Context: an optimization exercise on an open-source flow, tuned for small area and a short achievable clock period. The choices shown serve that exercise and are no tape-out recipe. Function was checked by simulation only, so behaviour that the tests miss may differ from the original. No driver is modelled on the clock port, so clocking that relies on it looks cheaper here than on a real chip. Power is estimated from default activity; no workload was simulated.

==> flow/design.v (outline; a module is shown in full before it is edited, if it fits) <==
// module gAoi22: 3 lines
// module gNand2: 3 lines
// module gNand4: 3 lines
// module gNor2: 3 lines
// module gInv: 3 lines
// module gAoi21: 3 lines
// module gOai21: 3 lines
// module gXor2: 3 lines
// module gXnor2: 3 lines
// module gAo22: 3 lines
// module gAnd3: 3 lines
// module gNand3: 3 lines
// module gNor4: 3 lines
// module gOr2: 3 lines
// module alu: 43 lines
// module bitRev: 11 lines
// module prefixAdd: 26 lines
// module regFile: 46 lines
// module rdMux: 17 lines
// module rdDec: 18 lines
// module preDec2: 3 lines
// module preDec3: 3 lines
// module rdBit: 12 lines
// module rdGrp8: 7 lines
// module rdGrp7: 7 lines
// module rdOr4: 9 lines
// module fastAdd: 359 lines
// module fastAddC: 375 lines
// module eqTree: 24 lines
// module pcFinal: 20 lines
// module execStage: 91 lines
module execStage (
    input  logic               clk,
    input  logic               rstN,
    input  logic [32-1:0]   instr,
    input  logic [32-1:0]   pc,
    input  logic               instrValid,
    input  logic [32-1:0]   readData,       
    output logic [32-1:0]   memAddr,
    output logic [32-1:0]   memWriteData,
    output logic               memWrite,
    output logic [32-1:0]   pcNext
);
  // ...
==> flow/run.sh <==
#!/bin/bash
# synth_recipe.tcl (not shown) runs the flow's synth.tcl, then flattens the netlist and writes it again
# the make line also repeats each setting of config.mk as NAME=value (left out here)
make -C /OpenROAD-flow-scripts/flow DESIGN_CONFIG=/design/flow/config.mk WORK_HOME=/design/flow/orfs CLKGATE_MAP_FILE= SYNTH_SCRIPT=/design/flow/synth_recipe.tcl finish
==> flow/config.mk <==
export PLATFORM = sky130hd
export DESIGN_NAME = execStage
export DESIGN_NICKNAME = execStage
export VERILOG_FILES = /design/flow/design.v
export SDC_FILE = /design/flow/constraint.sdc
export NUM_CORES = 4
export LEC_CHECK = 0
export CAP_MARGIN = 20
export CORE_MARGIN = 2
export CORE_UTILIZATION = 50
export PLACE_DENSITY = 0.6
export SETUP_SLACK_MARGIN = 5
export SLEW_MARGIN = 20
export SYNTH_HIERARCHICAL = 1
export TNS_END_PERCENT = 0
==> flow/constraint.sdc <==
create_clock -name core_clock -period 13.5 [get_ports {clk}]
set_input_delay 2.7000 -clock core_clock [delete_from_list [all_inputs] [get_ports {clk}]]
set_output_delay 2.7000 -clock core_clock [all_outputs]
set_load 0.01 [all_outputs]
==> impl_metrics.json, run 1 <==
{
  "antenna_found_initial": 7,
  "powerComb_w": 0.000795,
  "yosysMostFrequentCell": "a22o_1",
  "synth_compound_area_share_pct": 37.50,
  "track_usage_pct": 48.21,
  "yosysWarnings": 14,
  "ys_async_sr_fraction_pct": 3.030,
  "gp_congestion": 1.078,
  "synthMuxAreaShare_pct": 4.104,
  "status": "no timing/DRC/antenna violations",
  "critPathBufInv": 5,
  "grt_util_met2_pct": 67.78,
  "setup_viol": 0,
  "cts_max_level": 3,
  "cp_num_cells": 17,
  "worstPathArrival_ns": 6.75,
  "seq_area_frac_synth_pct": 38.59,
  "fin_crit_sh_pct": 69.96,
  "clock_area_share_pct": 5.504,
  "rsz0062_at_grt": "true",
  "synth_fa_ha_area_share_pct": 1.165,
  "worst_slack_ns": 4.055,
  "flops_and_latches": 1023,
  "clockPowerShare_pct": 43.4,
  "register_area_mm2": 0.02063,
  "mostFrequentLayoutCell": "a22o_1",
  "highest_layer": "met5",
  "drtAntennaViolNets": 0,
  "synth_area_leaders": "dfxtp_1, a22o_1, a22oi_1",
  "synth-xor-area-share_pct": 3.800
}
==> module eqTree, before the edit <==
module eqTree (
    input  logic [31:0] a,
    input  logic [31:0] b,
    output logic        eq,
    output logic        ne
);
    logic [31:0] diff;
    logic [7:0]  grpEq;
    logic [1:0]  halfNe;
    genvar i;
    generate
        for (i = 0; i < 32; i++) begin : g_x
            gXor2 u (.a(a[i]), .b(b[i]), .y(diff[i]));
        end
        for (i = 0; i < 8; i++) begin : g_l1
            gNor4 u (.a(diff[4*i]), .b(diff[4*i+1]), .c(diff[4*i+2]), .d(diff[4*i+3]), .y(grpEq[i]));
        end
        for (i = 0; i < 2; i++) begin : g_l2
            gNand4 u (.a(grpEq[4*i]), .b(grpEq[4*i+1]), .c(grpEq[4*i+2]), .d(grpEq[4*i+3]), .y(halfNe[i]));
        end
    endgenerate
    gNor2 u_eq (.a(halfNe[0]), .b(halfNe[1]), .y(eq));
    gOr2  u_ne (.a(halfNe[0]), .b(halfNe[1]), .y(ne));
endmodule
==> module pcFinal, before the edit <==
module pcFinal (
    input  logic        jalr,
    input  logic        eq,
    input  logic        ne,
    input  logic [31:0] jalrPc,
    input  logic [31:0] nextIfEq,
    input  logic [31:0] nextIfNe,
    output logic [31:0] pcNext
);
    genvar i;
    generate
        for (i = 0; i < 32; i++) begin : g_b
            logic t0, t1, t2;
            gNand2 u0 (.a(jalr), .b(jalrPc[i]),   .y(t0));
            gNand2 u1 (.a(eq),   .b(nextIfEq[i]), .y(t1));
            gNand2 u2 (.a(ne),   .b(nextIfNe[i]), .y(t2));
            gNand3 u3 (.a(t0), .b(t1), .c(t2), .y(pcNext[i]));
        end
    endgenerate
endmodule
==> module execStage, before the edit <==
module execStage (
    input  logic               clk,
    input  logic               rstN,
    input  logic [32-1:0]   instr,
    input  logic [32-1:0]   pc,
    input  logic               instrValid,
    input  logic [32-1:0]   readData,       
    output logic [32-1:0]   memAddr,
    output logic [32-1:0]   memWriteData,
    output logic               memWrite,
    output logic [32-1:0]   pcNext
);
    logic [6:0]       op;
    logic [2:0]       f3;
    logic             isOp, isOpImm, isLoad, isStore, isBranch, isJal, isJalr, isLui;
    logic             regWrite;
    logic [32-1:0] rs1Data;
    logic [32-1:0] rs2Data;
    logic [32-1:0] immI, immU, immB, immJ;
    logic [32-1:0] addrImm;
    logic [32-1:0] addrSum;
    logic [32-1:0] brImm;
    logic [32-1:0] pcTarget;
    logic [32-1:0] pcPlus4;
    logic [32-1:0] result;
    assign op = instr[6:0];
    assign f3 = instr[14:12];
    assign isOp     = (op == 7'b0110011);
    assign isOpImm  = (op == 7'b0010011);
    assign isLoad   = (op == 7'b0000011);
    assign isStore  = (op == 7'b0100011);
    assign isBranch = (op == 7'b1100011);
    assign isJal    = (op == 7'b1101111);
    assign isJalr   = (op == 7'b1100111);
    assign isLui    = (op == 7'b0110111);
    assign regWrite = isOp | isOpImm | isLoad | isJal | isJalr | isLui;
    assign immI = {{20{instr[31]}}, instr[31:20]};
    assign immU = {instr[31:12], 12'b0};
    assign immB = {{20{instr[31]}}, instr[7], instr[30:25], instr[11:8], 1'b0};
    assign immJ = {{12{instr[31]}}, instr[19:12], instr[20], instr[30:21], 1'b0};
    regFile regFile_i (
        .clk  (clk),
        .rstN (rstN),
        .we   (instrValid & regWrite),
        .ra1  (instr[19:15]),
        .ra2  (instr[24:20]),
        .wa   (instr[11:7]),
        .wd   (result),
        .rd1  (rs1Data),
        .rd2  (rs2Data)
    );
    assign addrImm = {immI[32-1:5], (op[5] & ~op[6]) ? instr[11:7] : instr[24:20]};
    fastAdd addrAdd_i (.a(rs1Data), .b(addrImm), .s(addrSum));
    assign brImm    = op[3] ? immJ : immB;
    prefixAdd tgtAdd_i (.g(pc & brImm), .p(pc ^ brImm), .ci(1'b0), .s(pcTarget));
    assign pcPlus4  = pc + 4;
    logic eq, ne;
    logic takeIfEq, takeIfNe;
    logic [32-1:0] nextIfEq, nextIfNe;
    eqTree eq_i (.a(rs1Data), .b(rs2Data), .eq(eq), .ne(ne));
    assign takeIfEq = isJal | (isBranch & ~f3[0]);
    assign takeIfNe = isJal | (isBranch & f3[0]);
    assign nextIfEq = isJalr ? '0 : (takeIfEq ? pcTarget : pcPlus4);
    assign nextIfNe = isJalr ? '0 : (takeIfNe ? pcTarget : pcPlus4);
    pcFinal pcFinal_i (
        .jalr     (isJalr),
        .eq       (eq),
        .ne       (ne),
        .jalrPc   ({addrSum[32-1:1], 1'b0}),
        .nextIfEq (nextIfEq),
        .nextIfNe (nextIfNe),
        .pcNext   (pcNext)
    );
    logic [32-1:0] other;
    always_comb begin
        if (op[2]) other = op[6] ? pcPlus4 : immU;      
        else       other = readData;                     
    end
    alu alu_i (
        .a      (rs1Data),
        .b      (op[5] ? rs2Data : immI),
        .f3     (f3),
        .sub    (op[5] & instr[30]),
        .useAlu (~op[2] & op[4]),                        
        .other  (other),
        .result (result)
    );
    assign memAddr      = addrSum;
    assign memWriteData = rs2Data;
    assign memWrite     = instrValid & isStore;
endmodule
==> run 2: changes to the inputs <==
--- a/flow/design.v
+++ b/flow/design.v
@@ -134,7 +134,4 @@
     assign y = ~(a | b | c | d);
 endmodule
-module gOr2 (input logic a, b, output logic y);
-    assign y = a | b;
-endmodule
 `timescale 1ns/1ps
 module alu (
@@ -1080,9 +1077,8 @@
     input  logic [31:0] b,
     output logic        eq,
-    output logic        ne
+    output logic [1:0]  neHalf
 );
     logic [31:0] diff;
     logic [7:0]  grpEq;
-    logic [1:0]  halfNe;
     genvar i;
     generate
@@ -1094,14 +1090,13 @@
         end
         for (i = 0; i < 2; i++) begin : g_l2
-            gNand4 u (.a(grpEq[4*i]), .b(grpEq[4*i+1]), .c(grpEq[4*i+2]), .d(grpEq[4*i+3]), .y(halfNe[i]));
+            gNand4 u (.a(grpEq[4*i]), .b(grpEq[4*i+1]), .c(grpEq[4*i+2]), .d(grpEq[4*i+3]), .y(neHalf[i]));
         end
     endgenerate
-    gNor2 u_eq (.a(halfNe[0]), .b(halfNe[1]), .y(eq));
-    gOr2  u_ne (.a(halfNe[0]), .b(halfNe[1]), .y(ne));
+    gNor2 u_eq (.a(neHalf[0]), .b(neHalf[1]), .y(eq));
 endmodule
 module pcFinal (
     input  logic        jalr,
     input  logic        eq,
-    input  logic        ne,
+    input  logic [1:0]  neHalf,
     input  logic [31:0] jalrPc,
     input  logic [31:0] nextIfEq,
@@ -1112,9 +1107,10 @@
     generate
         for (i = 0; i < 32; i++) begin : g_b
-            logic t0, t1, t2;
-            gNand2 u0 (.a(jalr), .b(jalrPc[i]),   .y(t0));
-            gNand2 u1 (.a(eq),   .b(nextIfEq[i]), .y(t1));
-            gNand2 u2 (.a(ne),   .b(nextIfNe[i]), .y(t2));
-            gNand3 u3 (.a(t0), .b(t1), .c(t2), .y(pcNext[i]));
+            logic t0, t1, t2, t3;
+            gNand2 u0 (.a(jalr),      .b(jalrPc[i]),   .y(t0));
+            gNand2 u1 (.a(eq),        .b(nextIfEq[i]), .y(t1));
+            gNand2 u2 (.a(neHalf[0]), .b(nextIfNe[i]), .y(t2));
+            gNand2 u3 (.a(neHalf[1]), .b(nextIfNe[i]), .y(t3));
+            gNand4 u4 (.a(t0), .b(t1), .c(t2), .d(t3), .y(pcNext[i]));
         end
     endgenerate
@@ -1177,8 +1173,9 @@
     prefixAdd tgtAdd_i (.g(pc & brImm), .p(pc ^ brImm), .ci(1'b0), .s(pcTarget));
     assign pcPlus4  = pc + 4;
-    logic eq, ne;
+    logic eq;
+    logic [1:0] neHalf;
     logic takeIfEq, takeIfNe;
     logic [32-1:0] nextIfEq, nextIfNe;
-    eqTree eq_i (.a(rs1Data), .b(rs2Data), .eq(eq), .ne(ne));
+    eqTree eq_i (.a(rs1Data), .b(rs2Data), .eq(eq), .neHalf(neHalf));
     assign takeIfEq = isJal | (isBranch & ~f3[0]);
     assign takeIfNe = isJal | (isBranch & f3[0]);
@@ -1188,5 +1185,5 @@
         .jalr     (isJalr),
         .eq       (eq),
-        .ne       (ne),
+        .neHalf   (neHalf),
         .jalrPc   ({addrSum[32-1:1], 1'b0}),
         .nextIfEq (nextIfEq),
==> run 2 against run 1 <==
Effect of this change: still clean; first-iteration DRC count grew 6.7%; cell count grew 3.0%; flip-flop and latch count is the same.
==> impl_metrics.json, run 2 <==
{
  "regMostFlops": "regFile_i.g.q",
  "synth_edf_count": 0,
  "synth_commonest_cells": "a22o_1, dfxtp_1, a22oi_1",
  "numClockSinks": 1023,
  "r2r-start": "regFile_i.vld[4]",
  "fin_cells": 7793,
  "synth_ff_type": "dfxtp_1",
  "drtAntennaViolNets": 0,
  "ios": 196,
  "critPathKind": "input pin to output port",
  "core_mm2": 0.1068,
  "synthMuxAreaShare_pct": 4.092,
  "clk_pin_slew_ns": 0.06,
  "fin_tns_setup_ns": 0,
  "dp_hpwl_um": 176800,
  "routedWlPerCell_um": 37.32,
  "finalClockSkew_ns": 0.1026,
  "grt_pass1_wl_um": 401400,
  "p_leak_nw": 26.31,
  "worstSetupEndpoint": "pcNext[6]",
  "drcViolationCount": 0,
  "fmax_mhz": 109.1,
  "r2r_end": "regFile_i.g_reg[20].q[0]",
  "netlist_area_mm2": 0.05363,
  "viasPerCell": 7.747,
  "gp_congestion": 1.047,
  "die_y_um": 331.5,
  "post_dp_cell_area_mm2": 0.05855,
  "drt-total-wl_um": 290800,
  "start_util_pct": 50.24,
  "synthDistinctLibCells": 83,
  "drive_above_1_share_pct": 22.76,
  "mostFrequentLayoutCell": "a22o_1",
  "clk_path_buf_depth": 3,
  "grt_pass1_vias": 54900,
  "reg2regPathDepth": 22,
  "portBuffers": 195,
  "areaGrowthSynthToFinish_pct": 26.16,
  "cts_max_level": 3,
  "whs_ns": 0.4989,
  "setup_viol": 0,
  "synth_fa_ha_area_share_pct": 1.162,
  "placedCellCount": 7294,
  "hp-class": "flip-flop to flip-flop",
  "synth_top_family_by_area": "compound AO/OA/AOI/OAI gates",
  "hold_viol": 0,
  "final_cell_mix": "a22o_1, dfxtp_1, a22oi_1",
  "grt_max_degree": 55,
  "worstPathArrival_ns": 6.46,
  "synth_area_leaders": "dfxtp_1, a22o_1, a22oi_1",
  "ir_drop_mv": 0.1171,
  "crit_path_max_fanout": 17,
  "yosys.area.top_type": "dfxtp_1",
  "period_needed_ns": 9.164,
  "drt_iter0_markers": 11170,
  "antenna_found_initial": 7,
  "regToRegSetupSlack_ns": 7.04,
  "maxSlewViolCount": 0,
  "fin_crit_sh_pct": 67.88,
  "powerDensity_mw_per_mm2": 103.4,
  "yosysWarnings": 14,
  "vias": 60370,
  "ctsHoldBuffers": 0,
  "die_w_um": 331.5,
  "synth-xor-area-share_pct": 3.789,
  "synth-simple-area-share_pct": 13.74,
  "synth_compound_area_share_pct": 37.39,
  "largest_register_ffs": 992,
  "cts_tree": "done",
  "synth_seq_cells": 1023,
  "grt-ovfl-total": 0,
  "dieArea_mm2": 0.1099,
  "yosysMostFrequentCell": "a22o_1",
  "crit_path_end_kind": "output port",
  "status": "no timing/DRC/antenna violations",
  "slew_headroom_pct": 15.99,
  "seq_area_frac_synth_pct": 38.48,
  "synth.avg_cell_area_um2": 9.445,
  "cts-buffers-inserted": 104,
  "worst_pin_slew_ns": 1.257,
  "drv_cap": 0,
  "rsz0062_at_grt": "true",
  "min_path_cells": 1,
  "final_cell_area_mm2": 0.06766,
  "rows": 120,
  "start_kind": "input pin",
  "nNetsFinal": 6451,
  "track_usage_pct": 49.43,
  "top_regs": "regFile_i.g.q: 992 flops, regFile_i.vld: 31 flops",
  "required_ns": 10.80,
  "cts_root_buf": "clkbuf_16",
  "critPathLaunch": "instr[24]",
  "syn_inst": 5678,
  "ys_async_sr_fraction_pct": 3.030,
  "clk_latency_ns": 0.77,
  "synth_top_cell_area_share_pct": 37.03,
  "dr.pass1.iters": 10
}
## run 2: cell count changes after synthesis
| cell | before | now |
|---|---|---|
| nand4_1 | 211 | 243 |
| nand3_1 | 128 | 96 |
| nand2_1 | 478 | 510 |
| or2_1 | 1 | 0 |
## run 2: worst min path at each step
stage                              start                        end  slack [ns]
2_1_floorplan    regFile_i.g_reg[1].q[0]    regFile_i.g_reg[1].q[0]        0.46
3_3_place_gp     regFile_i.g_reg[4].q[1]    regFile_i.g_reg[4].q[1]        0.47
3_5_place_dp     regFile_i.g_reg[1].q[3]    regFile_i.g_reg[1].q[3]        0.48
4_1_cts        regFile_i.g_reg[16].q[16]  regFile_i.g_reg[16].q[16]        0.50
5_1_grt         regFile_i.g_reg[2].q[28]   regFile_i.g_reg[2].q[28]        0.51
6_report        regFile_i.g_reg[2].q[29]   regFile_i.g_reg[2].q[29]        0.50
## run 2: cells by family after synthesis
kind of cell,after synthesis
other,1
adder cells (fa/ha/maj),50
multiplexers,156
buffers and inverters,139
XOR/XNOR,232
flip-flops,1023
AND/OR/NAND/NOR,1535
AO/OA/AOI/OAI,2542
## run 2: metal layers
layer	up-vias	part of all wire, %	global-route usage, %
li1	24470	-	-
met1	28940	35	61.50
met2	5558	39	69.81
met3	1391	15	17.84
met4	8	9.9	36.86
met5	-	0.040	0
## run 2: area by class of cell
cell class | instances | area (µm²)
well taps | 1403 | 1755
multi-input cells | 4557 | 35880
inverters | 34 | 132.6
diodes | 3 | 7.507
repair buffers | 583 | 5712
flip-flops and latches | 1023 | 20630
fillers | 9112 | 39090
clock inverters | 35 | 452.9
clock buffers | 155 | 3084
## run 2: per-module statistics from Yosys, one instance, submodules excluded, excerpt
module,area [µm²],flops+latches,times used
rdGrp8,36.28,0,192
prefixAdd,768.2,0,1
gXnor2,8.758,0,22
preDec2,26.28,0,2
gNor4,12.51,0,8
gAnd3,6.256,0,124
rdGrp7,30.03,0,64
gAoi21,8.758,0,106
fastAdd,7.507,0,1
regFile,21450,1023,1
gOai21,5.005,0,147
alu,2894,0,1
gInv,3.754,0,17
## run 2: report_power, final
group          switching (W)  internal [W]  total (W)
sequential         0.0000656       0.00309    0.00315
clock                0.00132       0.00168    0.00300
combinational       0.000554      0.000287   0.000841
## run 2: timing repair
item                                     CTS  global route
endpoints found under the setup margin  1039            79
pin swaps                                181           187
buffers inserted                         146           109
resized for setup                        662           213
gates cloned                              34            15
## run 2: through the flow
| stage | total power (W) | util, % | setup WS [ns] |
|---|---|---|---|
| 2_1_floorplan | 0.003584 | - | 4.939 |
| 3_3_place_gp | 0.003915 | 54.81 | 2.178 |
| 3_5_place_dp | 0.003918 | 54.84 | 2.186 |
| 4_1_cts | 0.006907 | 61.67 | 4.448 |
| 5_1_grt | 0.007123 | 63.37 | 4.314 |
| 6_report | 0.006995 | 63.38 | 4.336 |
## run 2: critical path: stages
cell	delay [ns]
buf_8	0.13
buf_12	0.15
buf_12	0.13
nor3_4	0.54
and3_4	0.51
a22oi_1	0.14
nand3_1	0.21
nor2_1	0.08
nand2_2	0.22
xor2_1	0.13
nor4_2	0.27
nand4_1	0.15
buf_6	0.16
buf_4	0.15
bufbuf_16	0.28
nand2_1	0.07
nand4_1	0.09
dlygate4sd2_1	0.29
==> run 3: changes to the inputs <==
==> flow/flow/run.sh (new file) <==
#!/bin/bash
# Standard layout with one addition: an area-recovery pass (flow/post_cts.tcl)
# after clock-tree synthesis and its timing repair. Each tool's full output is
# in make.log here, and ORFS's per-step logs are under orfs/logs.
set -euo pipefail
here=$(pwd)
export POST_CTS_TCL="$here/flow/post_cts.tcl"
bash standard.sh > "$here/make.log" 2>&1
==> flow/flow/downsize.tcl (new file) <==
# Area recovery after the clock tree's timing repair: swap each cell to the
# smallest cell of its kind (or a plain buffer for a buffer) that leaves the
# worst setup slack, output slew and capacitance violations no worse.
proc ds_family_sizes {cellname} {
  if {![regexp {^(sky130_fd_sc_hd__[a-z0-9]+?)_([0-9]+)$} $cellname -> base drv]} { return {} }
  set res {}
  set names {}
  foreach lc [get_lib_cells ${base}_*] {
    set n [get_name $lc]
    if {[regexp "^${base}_(\[0-9\]+)\$" $n -> d]} { lappend names $n }
  }
  # Plain buffers of other kinds may become ordinary buffers
  if {[regexp {^sky130_fd_sc_hd__(buf|clkbuf|clkdlybuf4s[0-9]+)_[0-9]+$} $cellname]} {
    foreach n {sky130_fd_sc_hd__buf_1 sky130_fd_sc_hd__buf_2 sky130_fd_sc_hd__buf_4} {
      if {[lsearch $names $n] < 0} { lappend names $n }
    }
  }
  foreach n $names {
    if {[get_property [get_lib_cells $n] dont_use]} continue
    lappend res [list [get_property [get_lib_cells $n] area] $n]
  }
  return [lsort -real -index 0 $res]
}
set ds_max_slew 0.6
proc ds_reest {inst} {
  foreach p [get_pins -of_objects $inst] {
    set n [get_nets -quiet -of_objects $p]
    if {$n ne ""} { est::estimate_parasitic_net $n }
  }
}
proc ds_run {guard} {
  set wns [expr {[sta::worst_slack_cmd max] * 1e9}]
  set n 0; set saved 0.0
  set hold [expr {min([sta::worst_slack_cmd min] * 1e9, 0.1)}]
  set ::ds_cap0 [sta::max_capacitance_violation_count]
  foreach inst [get_cells *] {
    set lc [get_property $inst ref_name]
    set iname [get_full_name $inst]
    if {[string match "clkbuf_*" $iname] || [string match "clkload*" $iname]} continue
    if {[string match "*df*" $lc] || [string match "*tap*" $lc] || [string match "*fill*" $lc] || [string match "*decap*" $lc] || [string match "*conb*" $lc]} continue
    set sizes [ds_family_sizes $lc]
    if {[llength $sizes] < 2} continue
    # worst slack through the instance's output pins
    set s 1e9
    foreach p [get_pins -of_objects $inst -filter "direction==output"] {
      set ps [get_property $p slack_max]
      if {$ps ne "" && $ps ne "INF" && $ps < $s} { set s $ps }
    }
    if {$s < $wns + $guard} continue
    set curArea [get_property [get_lib_cells $lc] area]
    foreach sz $sizes {
      lassign $sz a name
      if {$a >= $curArea || $name eq $lc} break
      replace_cell $inst $name
      ds_reest $inst
      set w [expr {[sta::worst_slack_cmd max] * 1e9}]
      set bad [expr {$w < $wns - 0.0005}]
      if {!$bad && [sta::worst_slack_cmd min] * 1e9 < $hold} { set bad 1 }
      if {!$bad} {
        foreach p [get_pins -of_objects $inst -filter "direction==output"] {
          set sl [get_property $p slew_max]
          if {$sl ne "" && $sl > $::ds_max_slew} { set bad 1 }
        }
      }
      if {!$bad && [sta::max_capacitance_violation_count] > $::ds_cap0} { set bad 1 }
      if {$bad} {
        replace_cell $inst $lc
        ds_reest $inst
      } else {
        set saved [expr {$saved + $curArea - $a}]
        incr n
        break
      }
    }
  }
  puts "downsize: $n cells, [format %.1f $saved] um2, wns [expr {[sta::worst_slack_cmd max]*1e9}]"
}
==> flow/flow/post_cts.tcl (new file) <==
# POST_CTS hook: area recovery, then legalize.
source [file join [file dirname [info script]] downsize.tcl]
utl::info FLW 901 "area before recovery: [format %.1f [expr {[rsz::design_area] * 1e12}]]"
ds_run 0.02
ds_run 0.02
utl::info FLW 902 "area after recovery: [format %.1f [expr {[rsz::design_area] * 1e12}]]"
detailed_placement
check_placement -verbose
estimate_parasitics -placement
report_worst_slack -max
==> flow/standard.sh (new file) <==
#!/bin/bash
# synth_recipe.tcl (not shown) runs the flow's synth.tcl, then flattens the netlist and writes it again
# the make line also repeats each setting of config.mk as NAME=value (left out here)
make -C /OpenROAD-flow-scripts/flow DESIGN_CONFIG=/design/flow/config.mk WORK_HOME=/design/flow/orfs CLKGATE_MAP_FILE= SYNTH_SCRIPT=/design/flow/synth_recipe.tcl "${@:-finish}"
removed: flow/run.sh
==> run 3 against run 2 <==
Effect of this change: the run now fails in 4_1_cts; area after synthesis stayed put; synthesized cell count did not move.
==> impl_metrics.json, run 3 <==
{
  "synth_commonest_cells": "a22o_1, dfxtp_1, a22oi_1",
  "rows": 120,
  "dp_hpwl_um": 176800,
  "ios": 196,
  "synth.avg_cell_area_um2": 9.445,
  "lastStage": "4_1_cts",
  "yosysWarnings": 14,
  "seq_area_frac_synth_pct": 38.48,
  "die_y_um": 331.5,
  "error": "Error: cts.tcl, 90 can't read \"::ds_max_slew\": no such variable",
  "synth_edf_count": 0,
  "start_util_pct": 50.24,
  "yosys.area.top_type": "dfxtp_1",
  "synthDistinctLibCells": 83,
  "syn_inst": 5678,
  "synth_seq_cells": 1023,
  "status": "aborted with a tool error",
  "ys_async_sr_fraction_pct": 3.030,
  "netlist_area_mm2": 0.05363,
  "portBuffers": 195,
  "synth_ff_type": "dfxtp_1",
  "gp_congestion": 1.047,
  "die_w_um": 331.5,
  "numClockSinks": 1023,
  "yosysMostFrequentCell": "a22o_1",
  "synth_top_cell_area_share_pct": 37.03,
  "synth_area_leaders": "dfxtp_1, a22o_1, a22oi_1"
}
-- run 3: cell counts after synthesis --
Identical to the previous run, type by type.
-- run 3: logic make-up after synthesis --
family,count (synthesis),share of synthesized area (%)
other,1,0.006992
and+or+nand+nor,1535,13.74
muxes,156,4.092
adders and majority gates,50,1.162
buffers and inverters,139,1.341
DFF,1023,38.48
xor gates and xnor gates,232,3.789
AOI/OAI and AO/OA,2542,37.39
-- run 3: how the worst max path moves through the flow --
stage	startpoint	endpoint	slack (ns)	cells past startpoint
floorplan	instr[15]	pcNext[0]	4.94	12
global placement	instr[19]	pcNext[28]	2.18	17
detailed placement	instr[17]	pcNext[28]	2.19	17
-- run 3: stage by stage --
step	hold slack (ns)	area (µm²)	std cells	worst slack, ns
floorplan	0.4599	54280	5680	4.939
global placement	0.4742	58510	7293	2.178
detailed placement	0.4778	58550	7294	2.186
-- run 3: per-module statistics from Yosys (local to each module, per instance), excerpt --
module     flops+latches  copies in the design  cells inside
gXor2                  0                   137             1
execStage              0                     1           499
gXnor2                 0                    22             1
alu                    0                     1           376
preDec2                0                     2             4
regFile             1023                     1          1165
gNand4                 0                    34             1
bitRev                 0                     2            36
rdGrp7                 0                    64             4
gNor4                  0                     8             1
-- run 3: power by group through the flow --
stage | logic, W | clock network [W] | registers, W
detailed placement | 0.000712 | 0 | 0.00321
floorplan | 0.000394 | 0 | 0.00319
global placement | 0.000710 | 0 | 0.00320
==> run 4: changes to the inputs <==
==> flow/flow/run.sh (replaced) <==
#!/bin/bash
# Standard layout with two additions: ports get sky130_fd_sc_hd__buf_2 buffers
# (in place of the default delay-buffer cell), and an area-recovery pass
# (flow/post_cts.tcl) runs after clock-tree synthesis and its timing repair.
# make's full output is in make.log here; ORFS's per-step logs are under orfs/logs.
set -euo pipefail
here=$(pwd)
export POST_CTS_TCL="$here/flow/post_cts.tcl"
export BUFFER_PORTS_ARGS="-buffer_cell sky130_fd_sc_hd__buf_2"
bash standard.sh > "$here/make.log" 2>&1
--- a/flow/flow/downsize.tcl
+++ b/flow/flow/downsize.tcl
@@ -22,5 +22,5 @@
   return [lsort -real -index 0 $res]
 }
-set ds_max_slew 0.6
+set ::ds_max_slew 0.6
 proc ds_reest {inst} {
   foreach p [get_pins -of_objects $inst] {
==> run 4 against run 3 <==
Effect of this change: the run now finishes clean; area after synthesis stayed put; synthesized cell count stayed put.
==> impl_metrics.json, run 4 <==
{
  "nFillCells": 9588,
  "required_ns": 10.80,
  "dr.pass1.iters": 10,
  "synth-xor-area-share_pct": 3.789,
  "post_dp_cell_area_mm2": 0.05750,
  "drtAntennaViolNets": 0,
  "yosysWarnings": 14,
  "final_cell_mix": "a22o_1, dfxtp_1, a22oi_1",
  "start_util_pct": 50.24,
  "synth_area_leaders": "dfxtp_1, a22o_1, a22oi_1",
  "final_cell_area_mm2": 0.06372,
  "maxSlewViolCount": 0,
  "crit_path_max_fanout": 34,
  "p_total_w": 0.007109,
  "cts_tree": "done",
  "synthDistinctLibCells": 83,
  "mostFrequentLayoutCell": "a22o_1",
  "worstHoldStart": "regFile_i.g_reg[25].q[18]",
  "areaGrowthSynthToFinish_pct": 18.81,
  "drcViolationCount": 0,
  "period_needed_ns": 9.160,
  "hp-class": "flip-flop to flip-flop",
  "clk_latency_ns": 0.76,
  "yosys.area.top_type": "dfxtp_1",
  "ios": 196,
  "worstPathArrival_ns": 6.46,
  "top_regs": "regFile_i.g.q: 992 flops, regFile_i.vld: 31 flops",
  "min_path_cells": 1,
  "switching_share_pct": 27.09,
  "netlist_area_mm2": 0.05363,
  "synth_seq_cells": 1023,
  "start_kind": "input pin",
  "grt-ovfl-total": 0,
  "numClockSinks": 1023,
  "drt_iter0_markers": 10740,
  "pwr-share-comb_pct": 10.5,
  "power_frac_seq_pct": 44.3,
  "power_switching_w": 0.001926,
  "synthMuxAreaShare_pct": 4.092,
  "worst_pin_slew_ns": 1.234,
  "synth_edf_count": 0,
  "drt-total-wl_um": 283900,
  "rsz0062_at_grt": "true",
  "viasPerCell": 7.712,
  "status": "no timing/DRC/antenna violations",
  "grt_max_degree": 65,
  "synth_fa_ha_area_share_pct": 1.162,
  "grt_pass1_wl_um": 396100,
  "synth.avg_cell_area_um2": 9.445,
  "fin_crit_sh_pct": 67.86,
  "ir_drop_mv": 0.1324,
  "largest_register_ffs": 992,
  "drive_above_1_share_pct": 17.10,
  "synth_top_cell_area_share_pct": 37.03,
  "antenna_found_initial": 11,
  "r2r_end": "regFile_i.g_reg[20].q[0]",
  "whs_ns": 0.4968,
  "r2r-start": "regFile_i.vld[1]",
  "setup_viol": 0,
  "drv_cap": 0,
  "clockPowerShare_pct": 45.2,
  "die_w_um": 331.5,
  "gp_congestion": 1.063,
  "p_int_w": 0.005183,
  "nNetsFinal": 6329,
  "grt_pass1_vias": 53990,
  "synth_compound_area_share_pct": 37.39,
  "routedWlPerCell_um": 36.97,
  "synth_commonest_cells": "a22o_1, dfxtp_1, a22oi_1",
  "yosysMostFrequentCell": "a22o_1",
  "core_mm2": 0.1068,
  "crit_path_end_kind": "output port",
  "seq_area_frac_synth_pct": 38.48,
  "rows": 120,
  "fin_tns_setup_ns": 0,
  "die_y_um": 331.5,
  "syn_inst": 5678,
  "vias": 59210,
  "finalClockSkew_ns": 0.09029,
  "synth_ff_type": "dfxtp_1",
  "p_leak_nw": 24.61,
  "clk_pin_slew_ns": 0.06,
  "hold_viol": 0,
  "slew_headroom_pct": 17.56,
  "regToRegSetupSlack_ns": 6.97,
  "reg2regPathDepth": 20,
  "regMostFlops": "regFile_i.g.q",
  "portBuffers": 195,
  "dieArea_mm2": 0.1099,
  "min_to": "regFile_i.g_reg[25].q[18]",
  "synth-simple-area-share_pct": 13.74,
  "synth_top_family_by_area": "compound AO/OA/AOI/OAI gates",
  "powerDensity_mw_per_mm2": 111.6,
  "track_usage_pct": 48.63,
  "dp_hpwl_um": 178000,
  "ys_async_sr_fraction_pct": 3.030,
  "fmax_mhz": 109.2,
  "critPathKind": "input pin to output port"
}
-- run 4: power groups by stage --
| stage | Sequential [W] | Clock, W | Combinational (W) |
|---|---|---|---|
| floorplan | 0.00319 | 0 | 0.000394 |
| global placement | 0.00320 | 0 | 0.000677 |
| detailed placement | 0.00321 | 0 | 0.000681 |
| global route | 0.00315 | 0.00332 | 0.000767 |
| finish | 0.00315 | 0.00321 | 0.000747 |
-- run 4: Yosys stat by module, one instance, submodules excluded, excerpt --
module     times used  flip-flops and latches  cell area (µm²)  cells
rdGrp7             64                       0            30.03      4
gXnor2             22                       0            8.758      1
execStage           1                       0             3054    499
gInv               17                       0            3.754      1
rdGrp8            192                       0            36.28      5
gNor2             297                       0            3.754      1
gNand2            341                       0            3.754      1
alu                 1                       0             2894    376
gAoi21            106                       0            8.758      1
bitRev              2                       0            544.3     36
gNor4               8                       0            12.51      1
prefixAdd           1                       0            768.2    100
gAo22             992                       0            8.758      1
gXor2             137                       0            8.758      1
-- run 4: logic make-up (layout without fill, tap and decap cells) --
family	count (synthesis)	after routing
other	1	7
AND/OR/NAND/NOR	1535	1562
buffers and inverters	139	702
adder cells (fa/ha/maj)	50	50
flip-flops	1023	1023
AO/OA/AOI/OAI	2542	2542
XOR/XNOR	232	232
multiplexers	156	156
-- run 4: through the flow --
stage,cells,utilization [%],worst slack [ns]
2_1_floorplan,5680,-,4.939
3_3_place_gp,7278,53.81,3.436
3_5_place_dp,7280,53.86,3.414
5_1_grt,7674,59.68,4.446
6_report,7677,59.69,4.340
-- run 4: worst max-delay path by stage --
stage | start | to | slack, ns
finish | instr[15] | pcNext[7] | 4.34
global route | instr[15] | pcNext[29] | 4.45
detailed placement | instr[17] | pcNext[15] | 3.41
global placement | instr[17] | pcNext[30] | 3.44
floorplan | instr[15] | pcNext[0] | 4.94
-- run 4: worst max-delay path, cell delays in order --
cell	delay, ns
buf_2	0.15
and2b_4	0.22
buf_12	0.18
and3_2	0.34
a22oi_1	0.24
nand4_1	0.25
nor2_2	0.45
nand2_4	0.28
xor2_1	0.23
nor4_2	0.22
nand4_1	0.23
buf_12	0.24
nor2_4	0.17
buf_12	0.15
nand2_1	0.06
nand4_1	0.09
buf_1	0.18
-- run 4: metal layers --
| layer | up-vias | track usage, % | part of all wire [%] |
|---|---|---|---|
| met4 | 10 | 34.41 | 9.0 |
| met2 | 5293 | 69.09 | 40 |
| li1 | 24180 | - | - |
| met5 | - | 1.042 | 0.090 |
| met3 | 1199 | 16.26 | 15 |
| met1 | 28530 | 61.57 | 36 |
-- run 4: layout make-up --
cell class | count | area [µm²] | area share (%)
Clock inverter | 49 | 770.7 | 1.210
Sequential cell | 1023 | 20630 | 32.38
Timing Repair Buffer | 471 | 2989 | 4.691
Antenna cell | 4 | 10.01 | 0.01571
Inverter | 34 | 128.9 | 0.2023
Tap cell | 1403 | 1755 | 2.755
Multi-Input combinational cell | 4545 | 34380 | 53.95
Clock buffer | 148 | 3052 | 4.789
==> run 5: changes to the inputs <==
--- a/flow/flow/post_cts.tcl
+++ b/flow/flow/post_cts.tcl
@@ -2,6 +2,5 @@
 source [file join [file dirname [info script]] downsize.tcl]
 utl::info FLW 901 "area before recovery: [format %.1f [expr {[rsz::design_area] * 1e12}]]"
-ds_run 0.02
-ds_run 0.02
+for {set k 0} {$k < 4} {incr k} { ds_run 0.02 }
 utl::info FLW 902 "area after recovery: [format %.1f [expr {[rsz::design_area] * 1e12}]]"
 detailed_placement
==> run 5 against run 4 <==
Effect of this change: highest routed layer unchanged; synthesized cell count unchanged; routed wire length barely moved; clock-buffer cell count did not move; cell count unchanged; via count about the same; worst setup slack gained 0.0077 ns; design area barely moved.
==> impl_metrics.json, run 5 <==
{
  "critPathLaunch": "instr[15]",
  "worstSetupEndpoint": "pcNext[7]",
  "synth.avg_cell_area_um2": 9.445,
  "r2r_end": "regFile_i.g_reg[22].q[6]",
  "fmax_mhz": 109.3,
  "top_regs": "regFile_i.g.q: 992 flops, regFile_i.vld: 31 flops",
  "grt_pass1_vias": 54010,
  "dr_wl_met2_um": 113300,
  "synthDistinctLibCells": 83,
  "viasPerCell": 7.719,
  "worstPathArrival_ns": 6.45,
  "r2r-start": "regFile_i.vld[1]",
  "areaGrowthSynthToFinish_pct": 18.75,
  "wl_met3_um": 42050,
  "yosys.area.top_type": "dfxtp_1",
  "drtAntennaViolNets": 0,
  "reg2regPathDepth": 17,
  "fin_crit_sh_pct": 67.80,
  "synth_area_leaders": "dfxtp_1, a22o_1, a22oi_1",
  "synth_edf_count": 0,
  "hold_viol": 0,
  "track_usage_pct": 48.63,
  "required_ns": 10.80,
  "cts_tree": "done",
  "rows": 120,
  "start_util_pct": 50.24,
  "routedWlPerCell_um": 36.98,
  "start_kind": "input pin",
  "gp_congestion": 1.063,
  "period_needed_ns": 9.153,
  "regMostFlops": "regFile_i.g.q",
  "vias": 59260,
  "dp_hpwl_um": 178000,
  "drcViolationCount": 0,
  "crit_path_end_kind": "output port",
  "antenna_found_initial": 13,
  "synth_top_cell_area_share_pct": 37.03,
  "ios": 196,
  "maxSlewViolCount": 0,
  "yosysWarnings": 14,
  "die_w_um": 331.5,
  "core_mm2": 0.1068,
  "ir_drop_mv": 0.1318,
  "ys_async_sr_fraction_pct": 3.030,
  "final_cell_mix": "a22o_1, dfxtp_1, a22oi_1",
  "synth_commonest_cells": "a22o_1, dfxtp_1, a22oi_1",
  "slew_headroom_pct": 15.96,
  "mostFrequentLayoutCell": "a22o_1",
  "rsz0062_at_grt": "true",
  "crit_path_max_fanout": 34,
  "worst_slack_ns": 4.347,
  "syn_inst": 5678,
  "wl_met1_um": 102300,
  "nNetsFinal": 6325,
  "highest_layer": "met5",
  "dr.pass1.iters": 10,
  "critPathKind": "input pin to output port",
  "grt_pass1_wl_um": 396100,
  "seq_area_frac_synth_pct": 38.48,
  "largest_register_ffs": 992,
  "hp-class": "flip-flop to flip-flop",
  "drt_iter0_markers": 10920,
  "drt-total-wl_um": 283900,
  "portBuffers": 195,
  "clk_pin_slew_ns": 0.07,
  "synth_ff_type": "dfxtp_1",
  "setup_viol": 0,
  "grt_max_degree": 65,
  "yosysMostFrequentCell": "a22o_1",
  "numClockSinks": 1023,
  "synth_seq_cells": 1023,
  "pre_cts_ws_ns": 3.414,
  "drive_above_1_share_pct": 17.08,
  "p_leak_nw": 24.58,
  "grt-ovfl-total": 0,
  "status": "no timing/DRC/antenna violations",
  "fin_tns_setup_ns": 0,
  "powerDensity_mw_per_mm2": 111.6,
  "clk_latency_ns": 0.76,
  "netlist_area_mm2": 0.05363,
  "dieArea_mm2": 0.1099,
  "drv_cap": 0,
  "nFillCells": 9580,
  "finalClockSkew_ns": 0.09172,
  "worst_pin_slew_ns": 1.258,
  "die_y_um": 331.5,
  "regToRegSetupSlack_ns": 6.96
}
## run 5: cell counts after synthesis
Identical to the previous run, type by type.
## run 5: cell families (layout without fill, tap and decap cells)
| logic type | count (synthesis) | in the layout | synth area share, % |
|---|---|---|---|
| multiplexers | 156 | 156 | 4.092 |
| other | 1 | 11 | 0.006992 |
| flip-flops | 1023 | 1023 | 38.48 |
| AND/OR/NAND/NOR | 1535 | 1564 | 13.74 |
| AO/OA/AOI/OAI | 2542 | 2542 | 37.39 |
| adder cells (fa/ha/maj) | 50 | 50 | 1.162 |
| buffers and inverters | 139 | 696 | 1.341 |
| XOR/XNOR | 232 | 232 | 3.789 |
## run 5: how the worst min path moves through the flow
stage | end | depth (start not counted) | start
2_1_floorplan | regFile_i.g_reg[1].q[0] | 1 | regFile_i.g_reg[1].q[0]
3_3_place_gp | regFile_i.g_reg[1].q[14] | 1 | regFile_i.g_reg[1].q[14]
3_5_place_dp | regFile_i.g_reg[20].q[29] | 1 | regFile_i.g_reg[20].q[29]
5_1_grt | regFile_i.g_reg[17].q[16] | 1 | regFile_i.g_reg[17].q[16]
6_report | regFile_i.g_reg[8].q[27] | 1 | regFile_i.g_reg[8].q[27]
## run 5: routing by layer
metal  vias up  global-route usage [%]
met1     28680                   61.58
met2      5145                   69.12
li1      24190                       -
met4        12                   34.29
met3      1230                   16.27
met5         -                   1.042
## run 5: worst max-delay path, stage by stage
cell and delay (ns):
buf_2 0.15, and2b_4 0.22, buf_12 0.16, and3_2 0.36, a22oi_1 0.24, nand4_1 0.25
nor2_2 0.45, nand2_4 0.27, xor2_1 0.23, nor4_2 0.22, nand4_1 0.23, buf_12 0.23
nor2_4 0.17, buf_12 0.15, nand2_1 0.05, nand4_1 0.09, buf_1 0.17
## run 5: through the flow
| stage | hold slack [ns] | area, µm² | cells | total power, W | util (%) |
|---|---|---|---|---|---|
| 3_5_place_dp | 0.4786 | 57500 | 7280 | 0.003886 | 53.86 |
| 6_report | 0.4982 | 63680 | 7677 | 0.007106 | 59.66 |
| 2_1_floorplan | 0.4599 | 54280 | 5680 | 0.003584 | - |
| 5_1_grt | 0.5107 | 63670 | 7670 | 0.007240 | 59.64 |
| 3_3_place_gp | 0.4732 | 57450 | 7278 | 0.003882 | 53.81 |
## run 5: where the power goes
group	internal, W	total (W)	switching, W	leakage (nW)
clock	0.00187	0.00321	0.00134	1.88
combinational	0.000223	0.000747	0.000523	14.3
sequential	0.00309	0.00315	0.0000640	8.43
total	0.00518	0.00711	0.00192	24.6
## run 5: Yosys stat by module (local to each module, per instance), excerpt
module | copies in the design | flip-flops and latches
alu | 1 | 0
prefixAdd | 1 | 0
rdGrp7 | 64 | 0
preDec2 | 2 | 0
gNor4 | 8 | 0
gXnor2 | 22 | 0
gAo22 | 992 | 0
gAoi21 | 106 | 0
gInv | 17 | 0
gNand2 | 341 | 0
## run 5: area by class of cell
cell class / instances / area (µm²) / share of cell area [%]
Timing Repair Buffer: 465 / 2928 / 4.597
Clock buffer: 148 / 3052 / 4.792
Antenna cell: 8 / 20.02 / 0.03143
Multi-Input combinational cell: 4547 / 34400 / 54.01
Sequential cell: 1023 / 20630 / 32.40
Clock inverter: 49 / 770.7 / 1.210
Tap cell: 1403 / 1755 / 2.756
Inverter: 34 / 128.9 / 0.2024
==> run 6: changes to the inputs <==
--- a/flow/design.v
+++ b/flow/design.v
@@ -134,4 +134,7 @@
     assign y = ~(a | b | c | d);
 endmodule
+module gOr2 (input logic a, b, output logic y);
+    assign y = a | b;
+endmodule
 `timescale 1ns/1ps
 module alu (
@@ -1077,8 +1080,9 @@
     input  logic [31:0] b,
     output logic        eq,
-    output logic [1:0]  neHalf
+    output logic        ne
 );
     logic [31:0] diff;
     logic [7:0]  grpEq;
+    logic [1:0]  halfNe;
     genvar i;
     generate
@@ -1090,13 +1094,14 @@
         end
         for (i = 0; i < 2; i++) begin : g_l2
-            gNand4 u (.a(grpEq[4*i]), .b(grpEq[4*i+1]), .c(grpEq[4*i+2]), .d(grpEq[4*i+3]), .y(neHalf[i]));
+            gNand4 u (.a(grpEq[4*i]), .b(grpEq[4*i+1]), .c(grpEq[4*i+2]), .d(grpEq[4*i+3]), .y(halfNe[i]));
         end
     endgenerate
-    gNor2 u_eq (.a(neHalf[0]), .b(neHalf[1]), .y(eq));
+    gNor2 u_eq (.a(halfNe[0]), .b(halfNe[1]), .y(eq));
+    gOr2  u_ne (.a(halfNe[0]), .b(halfNe[1]), .y(ne));
 endmodule
 module pcFinal (
     input  logic        jalr,
     input  logic        eq,
-    input  logic [1:0]  neHalf,
+    input  logic        ne,
     input  logic [31:0] jalrPc,
     input  logic [31:0] nextIfEq,
@@ -1107,10 +1112,9 @@
     generate
         for (i = 0; i < 32; i++) begin : g_b
-            logic t0, t1, t2, t3;
-            gNand2 u0 (.a(jalr),      .b(jalrPc[i]),   .y(t0));
-            gNand2 u1 (.a(eq),        .b(nextIfEq[i]), .y(t1));
-            gNand2 u2 (.a(neHalf[0]), .b(nextIfNe[i]), .y(t2));
-            gNand2 u3 (.a(neHalf[1]), .b(nextIfNe[i]), .y(t3));
-            gNand4 u4 (.a(t0), .b(t1), .c(t2), .d(t3), .y(pcNext[i]));
+            logic t0, t1, t2;
+            gNand2 u0 (.a(jalr), .b(jalrPc[i]),   .y(t0));
+            gNand2 u1 (.a(eq),   .b(nextIfEq[i]), .y(t1));
+            gNand2 u2 (.a(ne),   .b(nextIfNe[i]), .y(t2));
+            gNand3 u3 (.a(t0), .b(t1), .c(t2), .y(pcNext[i]));
         end
     endgenerate
@@ -1173,9 +1177,8 @@
     prefixAdd tgtAdd_i (.g(pc & brImm), .p(pc ^ brImm), .ci(1'b0), .s(pcTarget));
     assign pcPlus4  = pc + 4;
-    logic eq;
-    logic [1:0] neHalf;
+    logic eq, ne;
     logic takeIfEq, takeIfNe;
     logic [32-1:0] nextIfEq, nextIfNe;
-    eqTree eq_i (.a(rs1Data), .b(rs2Data), .eq(eq), .neHalf(neHalf));
+    eqTree eq_i (.a(rs1Data), .b(rs2Data), .eq(eq), .ne(ne));
     assign takeIfEq = isJal | (isBranch & ~f3[0]);
     assign takeIfNe = isJal | (isBranch & f3[0]);
@@ -1185,5 +1188,5 @@
         .jalr     (isJalr),
         .eq       (eq),
-        .neHalf   (neHalf),
+        .ne       (ne),
         .jalrPc   ({addrSum[32-1:1], 1'b0}),
         .nextIfEq (nextIfEq),
==> run 6 against run 5 <==
Effect of this change: area after synthesis is 0.29% lower; register-to-register slack worse by 0.47 ns; sequential power barely moved; fmax shrank 2.8%; clock-buffer cell count up 6; global-route usage fell by 1.9 points; clock power fell by 4%; combinational power decreased by 5.2%; synthesized cell count is 0.55% lower; power decreased by 2.5%; largest cell class unchanged; highest routed layer unchanged.
==> impl_metrics.json, run 6 <==
{
  "gp_congestion": 1.071,
  "dr.pass1.iters": 11,
  "fin_tns_setup_ns": 0,
  "worst_pin_slew_ns": 1.228,
  "synth_commonest_cells": "a22o_1, dfxtp_1, a22oi_1",
  "clockPowerShare_pct": 44.4,
  "required_ns": 10.80,
  "synth_compound_area_share_pct": 37.50,
  "drcViolationCount": 0,
  "start_util_pct": 50.59,
  "synth-xor-area-share_pct": 3.800,
  "rows": 119,
  "drive_above_1_share_pct": 13.49,
  "regMostFlops": "regFile_i.g.q",
  "nFillCells": 9645,
  "synth_area_leaders": "dfxtp_1, a22o_1, a22oi_1",
  "drt-total-wl_um": 268300,
  "mostFrequentLayoutCell": "a22o_1",
  "largest_register_ffs": 992,
  "syn_inst": 5647,
  "core_mm2": 0.1057,
  "fin_crit_sh_pct": 69.77,
  "powerDensity_mw_per_mm2": 112.6,
  "grt_pass1_wl_um": 374600,
  "clk_latency_ns": 0.73,
  "crit_path_max_incr_delay_ns": 0.43,
  "cp_common_cell": "nand4_1",
  "status": "no timing/DRC/antenna violations",
  "grt_max_degree": 65,
  "period_needed_ns": 9.420,
  "worstPathArrival_ns": 6.72,
  "ys_async_sr_fraction_pct": 3.030,
  "register_area_mm2": 0.02063,
  "synth_ff_type": "dfxtp_1",
  "worst_path_max_delay_cell": "nor4_2",
  "worst_slack_ns": 4.080,
  "portBuffers": 195,
  "seq_area_frac_synth_pct": 38.59,
  "grt-ovfl-total": 0,
  "clk_pin_slew_ns": 0.06,
  "nNetsFinal": 6165,
  "top_regs": "regFile_i.g.q: 992 flops, regFile_i.vld: 31 flops",
  "numClockSinks": 1023,
  "synth_fa_ha_area_share_pct": 1.165,
  "hold_viol": 0,
  "switching_share_pct": 27.10,
  "synth_seq_cells": 1023,
  "finalClockSkew_ns": 0.05370,
  "drt_iter0_markers": 9835,
  "drv_cap": 0,
  "yosys.area.top_type": "dfxtp_1",
  "viasPerCell": 7.600,
  "yosysMostFrequentCell": "a22o_1",
  "p_int_w": 0.005052,
  "hp-class": "flip-flop to flip-flop",
  "vias": 56960,
  "synth_top_family_by_area": "compound AO/OA/AOI/OAI gates",
  "ir_drop_mv": 0.1137,
  "die_y_um": 331.0,
  "synth_top_cell_area_share_pct": 37.14,
  "power_frac_seq_pct": 45.4,
  "pwr-share-comb_pct": 10.2,
  "final_cell_area_mm2": 0.06152,
  "cts_tree": "done",
  "synthDistinctLibCells": 84,
  "maxSlewViolCount": 0,
  "crit_chain": "buf_4, nor2_1, buf_6, and3_4, a22oi_1, nand4_1, nor2_2, nand2_4, xor2_1, nor4_2, nand4_1, or2_1, buf_12, nand2_1, nand3_1, buf_2",
  "dieArea_mm2": 0.1096,
  "p_total_w": 0.006930,
  "synth.avg_cell_area_um2": 9.470,
  "start_kind": "input pin",
  "crit_path_end_kind": "output port",
  "fmax_mhz": 106.2,
  "crit_path_max_fanout": 32,
  "setup_viol": 0,
  "pre_cts_ws_ns": 3.135,
  "p_leak_nw": 23.43,
  "antenna_found_initial": 16,
  "post_dp_cell_area_mm2": 0.05682,
  "routedWlPerCell_um": 35.79,
  "synth-simple-area-share_pct": 13.49,
  "areaGrowthSynthToFinish_pct": 15.04,
  "netlist_area_mm2": 0.05348,
  "slew_headroom_pct": 17.94,
  "track_usage_pct": 46.70,
  "final_cell_mix": "a22o_1, dfxtp_1, a22oi_1",
  "yosysWarnings": 14,
  "grt_pass1_vias": 51540,
  "rsz0062_at_grt": "true",
  "synthMuxAreaShare_pct": 4.104,
  "drtAntennaViolNets": 0,
  "die_w_um": 331.0,
  "critPathKind": "input pin to output port",
  "dp_hpwl_um": 173400,
  "synth_edf_count": 0,
  "multi_input_area_mm2": 0.03333,
  "ios": 196,
  "power_switching_w": 0.001878
}
-- run 6: per-stage QoR --
step / hold WS [ns] / std cells / util (%)
6_report: 0.4975 / 7495 / 58.20
5_1_grt: 0.5074 / 7492 / 58.19
3_5_place_dp: 0.4765 / 7235 / 53.75
3_3_place_gp: 0.4730 / 7227 / 53.57
2_1_floorplan: 0.4599 / 5649 / -
-- run 6: layer usage --
metal,GRT usage [%],part of all wire [%]
met1,59.83,37
met2,65.29,40
met3,18.55,15
met4,28.74,8.0
met5,1.565,0.067
-- run 6: cell families after synthesis --
kind of cell,count (synthesis)
AOI/OAI and AO/OA,2542
xor gates and xnor gates,232
adders and majority gates,50
buffers and inverters,139
DFF,1023
muxes,156
other,1
and+or+nand+nor,1504
-- run 6: worst max-delay path: cells and delay by family --
family / cells / cell delay (ns)
simple gates: 10 / 2.72
buf+inv: 4 / 0.77
compound gates: 1 / 0.20
xor+xnor: 1 / 0.20
-- run 6: Yosys stat by module, one instance, submodules excluded, a selection --
module | cells inside | cell area, µm² | copies in the design | flops+latches
gNor4 | 1 | 12.51 | 8 | 0
gOai21 | 1 | 5.005 | 147 | 0
regFile | 1165 | 21450 | 1 | 1023
gAoi21 | 1 | 8.758 | 106 | 0
fastAdd | 1 | 7.507 | 1 | 0
gAo22 | 1 | 8.758 | 992 | 0
gNand2 | 1 | 3.754 | 309 | 0
gOr2 | 1 | 6.256 | 1 | 0
rdGrp7 | 4 | 30.03 | 64 | 0
gNor2 | 1 | 3.754 | 297 | 0
preDec3 | 8 | 65.06 | 2 | 0
gAnd3 | 1 | 6.256 | 124 | 0
gNand3 | 1 | 5.005 | 32 | 0
-- run 6: layout make-up --
class,instances,share of cell area (%)
Clock inverter,38,0.7667
Clock buffer,154,5.143
Antenna cell,3,0.01220
Sequential cell,1023,33.54
Timing Repair Buffer,348,3.325
Inverter,34,0.2115
Multi-Input combinational cell,4504,54.17
Tap cell,1391,2.829
-- run 6: power by group through the flow --
stage | Clock, W | Sequential [W] | Combinational [W]
final | 0.00308 | 0.00315 | 0.000708
after global routing | 0.00319 | 0.00315 | 0.000731
after detailed placement | 0 | 0.00320 | 0.000663
after global placement | 0 | 0.00320 | 0.000658
after floorplan | 0 | 0.00319 | 0.000388
-- run 6: final timing paths --
path | startpoint | endpoint | slack, ns | cells after the start
worst max register to register | regFile_i.vld[1] | regFile_i.g_reg[31].q[29] | 6.49 | 19
max in group asynchronous | rstN | regFile_i.vld[11] | 10.83 | 1
worst min-delay path | regFile_i.g_reg[5].q[26] | regFile_i.g_reg[5].q[26] | 0.50 | 1
worst max-delay path | instr[15] | pcNext[6] | 4.08 | 16
worst min register to register | regFile_i.g_reg[5].q[26] | regFile_i.g_reg[5].q[26] | 0.50 | 1
min in group asynchronous | rstN | regFile_i.vld[28] | 2.08 | 1
==> run 7: changes to the inputs <==
--- a/flow/design.v
+++ b/flow/design.v
@@ -134,7 +134,4 @@
     assign y = ~(a | b | c | d);
 endmodule
-module gOr2 (input logic a, b, output logic y);
-    assign y = a | b;
-endmodule
 `timescale 1ns/1ps
 module alu (
@@ -1079,10 +1076,9 @@
     input  logic [31:0] a,
     input  logic [31:0] b,
-    output logic        eq,
-    output logic        ne
+    output logic [1:0]  eq,
+    output logic [3:0]  neHalf
 );
     logic [31:0] diff;
     logic [7:0]  grpEq;
-    logic [1:0]  halfNe;
     genvar i;
     generate
@@ -1093,15 +1089,16 @@
             gNor4 u (.a(diff[4*i]), .b(diff[4*i+1]), .c(diff[4*i+2]), .d(diff[4*i+3]), .y(grpEq[i]));
         end
-        for (i = 0; i < 2; i++) begin : g_l2
-            gNand4 u (.a(grpEq[4*i]), .b(grpEq[4*i+1]), .c(grpEq[4*i+2]), .d(grpEq[4*i+3]), .y(halfNe[i]));
+        for (i = 0; i < 4; i++) begin : g_l2
+            gNand4 u (.a(grpEq[4*(i%2)]), .b(grpEq[4*(i%2)+1]), .c(grpEq[4*(i%2)+2]), .d(grpEq[4*(i%2)+3]), .y(neHalf[i]));
+        end
+        for (i = 0; i < 2; i++) begin : g_eq
+            gNor2 u (.a(neHalf[2*i]), .b(neHalf[2*i+1]), .y(eq[i]));
         end
     endgenerate
-    gNor2 u_eq (.a(halfNe[0]), .b(halfNe[1]), .y(eq));
-    gOr2  u_ne (.a(halfNe[0]), .b(halfNe[1]), .y(ne));
 endmodule
 module pcFinal (
     input  logic        jalr,
-    input  logic        eq,
-    input  logic        ne,
+    input  logic [1:0]  eq,
+    input  logic [3:0]  neHalf,
     input  logic [31:0] jalrPc,
     input  logic [31:0] nextIfEq,
@@ -1112,9 +1109,11 @@
     generate
         for (i = 0; i < 32; i++) begin : g_b
-            logic t0, t1, t2;
-            gNand2 u0 (.a(jalr), .b(jalrPc[i]),   .y(t0));
-            gNand2 u1 (.a(eq),   .b(nextIfEq[i]), .y(t1));
-            gNand2 u2 (.a(ne),   .b(nextIfNe[i]), .y(t2));
-            gNand3 u3 (.a(t0), .b(t1), .c(t2), .y(pcNext[i]));
+            localparam int H = i / 16;
+            logic t0, t1, t2, t3;
+            gNand2 u0 (.a(jalr),          .b(jalrPc[i]),   .y(t0));
+            gNand2 u1 (.a(eq[H]),         .b(nextIfEq[i]), .y(t1));
+            gNand2 u2 (.a(neHalf[2*H]),   .b(nextIfNe[i]), .y(t2));
+            gNand2 u3 (.a(neHalf[2*H+1]), .b(nextIfNe[i]), .y(t3));
+            gNand4 u4 (.a(t0), .b(t1), .c(t2), .d(t3), .y(pcNext[i]));
         end
     endgenerate
@@ -1177,8 +1176,9 @@
     prefixAdd tgtAdd_i (.g(pc & brImm), .p(pc ^ brImm), .ci(1'b0), .s(pcTarget));
     assign pcPlus4  = pc + 4;
-    logic eq, ne;
+    logic [1:0] eq;
+    logic [3:0] neHalf;
     logic takeIfEq, takeIfNe;
     logic [32-1:0] nextIfEq, nextIfNe;
-    eqTree eq_i (.a(rs1Data), .b(rs2Data), .eq(eq), .ne(ne));
+    eqTree eq_i (.a(rs1Data), .b(rs2Data), .eq(eq), .neHalf(neHalf));
     assign takeIfEq = isJal | (isBranch & ~f3[0]);
     assign takeIfNe = isJal | (isBranch & f3[0]);
@@ -1188,5 +1188,5 @@
         .jalr     (isJalr),
         .eq       (eq),
-        .ne       (ne),
+        .neHalf   (neHalf),
         .jalrPc   ({addrSum[32-1:1], 1'b0}),
         .nextIfEq (nextIfEq),
==> run 7 against run 6 <==
Effect of this change: still clean; clock-buffer cell count down 2; cell count up 1.9%; non-clock buffer count up 79; worst setup slack better by 0.23 ns; fmax up 2.5%; flip-flop and latch count unchanged; area after synthesis up 0.32%; sequential share of layout area down 0.78 points.
==> impl_metrics.json, run 7 <==
{
  "netlist_area_mm2": 0.05365,
  "hp-class": "flip-flop to flip-flop",
  "regMostFlops": "regFile_i.g.q",
  "synth_seq_cells": 1023,
  "p_int_w": 0.005118,
  "crit_path_max_fanout": 16,
  "maxSlewViolCount": 0,
  "hold_viol": 0,
  "post_dp_cell_area_mm2": 0.05722,
  "critPathKind": "input pin to output port",
  "grt-ovfl-total": 0,
  "seq_area_frac_synth_pct": 38.46,
  "nFillCells": 9568,
  "fin_crit_sh_pct": 68.10,
  "largest_register_ffs": 992,
  "synth_area_leaders": "dfxtp_1, a22o_1, a22oi_1",
  "fin_tns_setup_ns": 0,
  "worst_pin_slew_ns": 1.255,
  "viasPerCell": 7.708,
  "drt_iter0_markers": 10340,
  "yosys.area.top_type": "dfxtp_1",
  "period_needed_ns": 9.194,
  "areaGrowthSynthToFinish_pct": 17.41,
  "vias": 58860,
  "rsz0062_at_grt": "true",
  "dieArea_mm2": 0.1099,
  "powerDensity_mw_per_mm2": 111.4,
  "drive_above_1_share_pct": 15.16,
  "ios": 196,
  "cpLargestDelayFamily": "simple AND/OR/NAND/NOR gates",
  "mostFrequentLayoutCell": "a22o_1",
  "synth_ff_type": "dfxtp_1",
  "yosysMostFrequentCell": "a22o_1",
  "nNetsFinal": 6285,
  "portBuffers": 195,
  "critPathBufInv": 4,
  "core_mm2": 0.1068,
  "cts_tree": "done",
  "fmax_mhz": 108.8,
  "drtAntennaViolNets": 0,
  "die_w_um": 331.6,
  "grt_max_degree": 65,
  "cp_common_cell": "nand4_1",
  "final_core_util_pct": 59.00,
  "top_regs": "regFile_i.g.q: 992 flops, regFile_i.vld: 31 flops",
  "synth_edf_count": 0,
  "drcViolationCount": 0,
  "die_y_um": 331.6,
  "grt_pass1_vias": 53600,
  "status": "no timing/DRC/antenna violations",
  "start_util_pct": 50.25,
  "synthDistinctLibCells": 83,
  "clockPowerShare_pct": 44.4,
  "pwr-share-comb_pct": 10.7,
  "gp_congestion": 1.069,
  "drv_cap": 0,
  "drt-total-wl_um": 281800,
  "p_leak_nw": 24.07,
  "placedCellCount": 7311,
  "synth.avg_cell_area_um2": 9.443,
  "synth_top_cell_area_share_pct": 37.02,
  "required_ns": 10.80,
  "dr.pass1.iters": 14,
  "syn_inst": 5681,
  "yosysWarnings": 14,
  "switching_share_pct": 27.08,
  "numClockSinks": 1023,
  "grt_pass1_wl_um": 393800,
  "crit_chain": "buf_8, and2b_4, and3_4, a22oi_1, nand4_1, nor2_4, nand2_2, xor2_1, nor4_2, nand4_1, buf_6, nor2_4, buf_6, nand2_1, nand4_1, buf_2",
  "start_kind": "input pin",
  "worst_path_max_delay_cell": "nand4_1",
  "ir_drop_mv": 0.1150,
  "setup_viol": 0,
  "finalClockSkew_ns": 0.02814,
  "track_usage_pct": 48.52,
  "dp_hpwl_um": 179600,
  "power_switching_w": 0.001900,
  "fin_cells": 7636,
  "power_frac_seq_pct": 44.8,
  "synth_commonest_cells": "a22o_1, dfxtp_1, a22oi_1",
  "clk_pin_slew_ns": 0.06,
  "routedWlPerCell_um": 36.90,
  "slew_headroom_pct": 16.14,
  "ys_async_sr_fraction_pct": 3.030,
  "antenna_found_initial": 14,
  "crit_path_end_kind": "output port",
  "final_cell_area_mm2": 0.06299,
  "crit_path_max_incr_delay_ns": 0.56,
  "final_cell_mix": "a22o_1, dfxtp_1, a22oi_1",
  "rows": 120,
  "clk_latency_ns": 0.73,
  "worstPathArrival_ns": 6.49
}
-- run 7: cell families (layout without fill, tap and decap cells) --
kind of cell	after synthesis	in the layout	share of synthesized area [%]
flip-flops	1023	1023	38.46
AO/OA/AOI/OAI	2542	2542	37.38
buffers and inverters	139	656	1.341
adder cells (fa/ha/maj)	50	50	1.161
XOR/XNOR	232	232	3.788
other	1	11	0.006990
AND/OR/NAND/NOR	1538	1563	13.77
multiplexers	156	156	4.091
-- run 7: per-layer routing --
| layer | track usage, % | vias up | part of all wire [%] |
|---|---|---|---|
| met5 | 0 | - | 0.0096 |
| met4 | 32.19 | 4 | 8.3 |
| met3 | 18.55 | 1182 | 16 |
| met2 | 67.89 | 5085 | 39 |
| met1 | 61.73 | 28480 | 36 |
| li1 | - | 24110 | - |
-- run 7: power groups by stage --
stage                     Clock, W  Sequential, W  Combinational, W
after global routing       0.00323        0.00315          0.000772
after detailed placement         0        0.00320          0.000683
after floorplan                  0        0.00319          0.000390
final                      0.00312        0.00315          0.000754
after global placement           0        0.00320          0.000679
-- run 7: final cells by class --
| cell class | instances | area (µm²) | share of cell area (%) |
|---|---|---|---|
| well taps | 1403 | 1755 | 2.787 |
| repair buffers | 427 | 2693 | 4.275 |
| clock buffers | 152 | 3098 | 4.919 |
| inverters | 34 | 128.9 | 0.2046 |
| diodes | 8 | 20.02 | 0.03178 |
| multi-input cells | 4546 | 34060 | 54.07 |
| clock inverters | 43 | 596.8 | 0.9476 |
| flip-flops and latches | 1023 | 20630 | 32.76 |
-- run 7: path summary, 6_finish.rpt --
kind	start	endpoint	slack [ns]	cells past startpoint
worst min-delay path	regFile_i.g_reg[3].q[27]	regFile_i.g_reg[3].q[27]	0.50	1
min in group asynchronous	rstN	regFile_i.vld[24]	2.15	1
worst min register to register	regFile_i.g_reg[3].q[27]	regFile_i.g_reg[3].q[27]	0.50	1
max in group asynchronous	rstN	regFile_i.vld[13]	10.69	1
worst max register to register	regFile_i.vld[1]	regFile_i.g_reg[19].q[0]	6.38	21
worst max-delay path	instr[20]	pcNext[17]	4.31	16
-- run 7: Yosys stat by module, one instance, submodules excluded, excerpt --
module | flops+latches | area (µm²) | cells inside
prefixAdd | 0 | 768.2 | 100
bitRev | 0 | 544.3 | 36
preDec2 | 0 | 26.28 | 4
gAnd3 | 0 | 6.256 | 1
gXor2 | 0 | 8.758 | 1
gNand4 | 0 | 6.256 | 1
gXnor2 | 0 | 8.758 | 1
gInv | 0 | 3.754 | 1
gNor2 | 0 | 3.754 | 1
gNor4 | 0 | 12.51 | 1
gNand2 | 0 | 3.754 | 1
fastAdd | 0 | 7.507 | 1
gAo22 | 0 | 8.758 | 1
rdGrp8 | 0 | 36.28 | 5
-- run 7: per-stage QoR --
stage	setup slack, ns	hold slack (ns)	power, W
floorplan	4.945	0.4599	0.003579
global placement	2.376	0.4723	0.003883
detailed placement	2.762	0.4788	0.003887
global route	4.379	0.5101	0.007148
finish	4.306	0.4986	0.007018

## re-timing with driven ports
In the flow no input, the clock included, has a driving cell. The finished layouts below were timed again as built, in two steps. Step 1 assumes that a clkbuf_16 drives the clock port and a buf_2 every other input. Step 2 times the ports against the registers' clock, not the clock port: input delays grow and output delays shrink by t, the midpoint of the rising clock arrivals with the driver on. Three values: ideal ports, drivers, drivers and shift; two values: the first two.
run	t, ns	setup WS [ns]	hold slack, ns
run 1	0.786	4.055 / 4.006 / 3.986	0.496 / 0.496 / 0.496
run 2	0.802	4.336 / 4.292 / 4.139	0.499 / 0.499 / 0.499
run 4	0.793	4.339 / 4.318 / 4.182	0.497 / 0.497 / 0.497
run 5	0.791	4.347 / 4.325 / 4.213	0.498 / 0.498 / 0.498
run 6	0.781	4.080 / 4.045 / 3.801	0.497 / 0.497 / 0.497
run 7	0.787	4.306 / 4.249 / 3.562	0.499 / 0.499 / 0.499
After both steps every run listed still meets setup and hold. The setup slack of run 7, which loses most, moves by -0.057 ns with the drivers and by -0.744 ns with both steps.
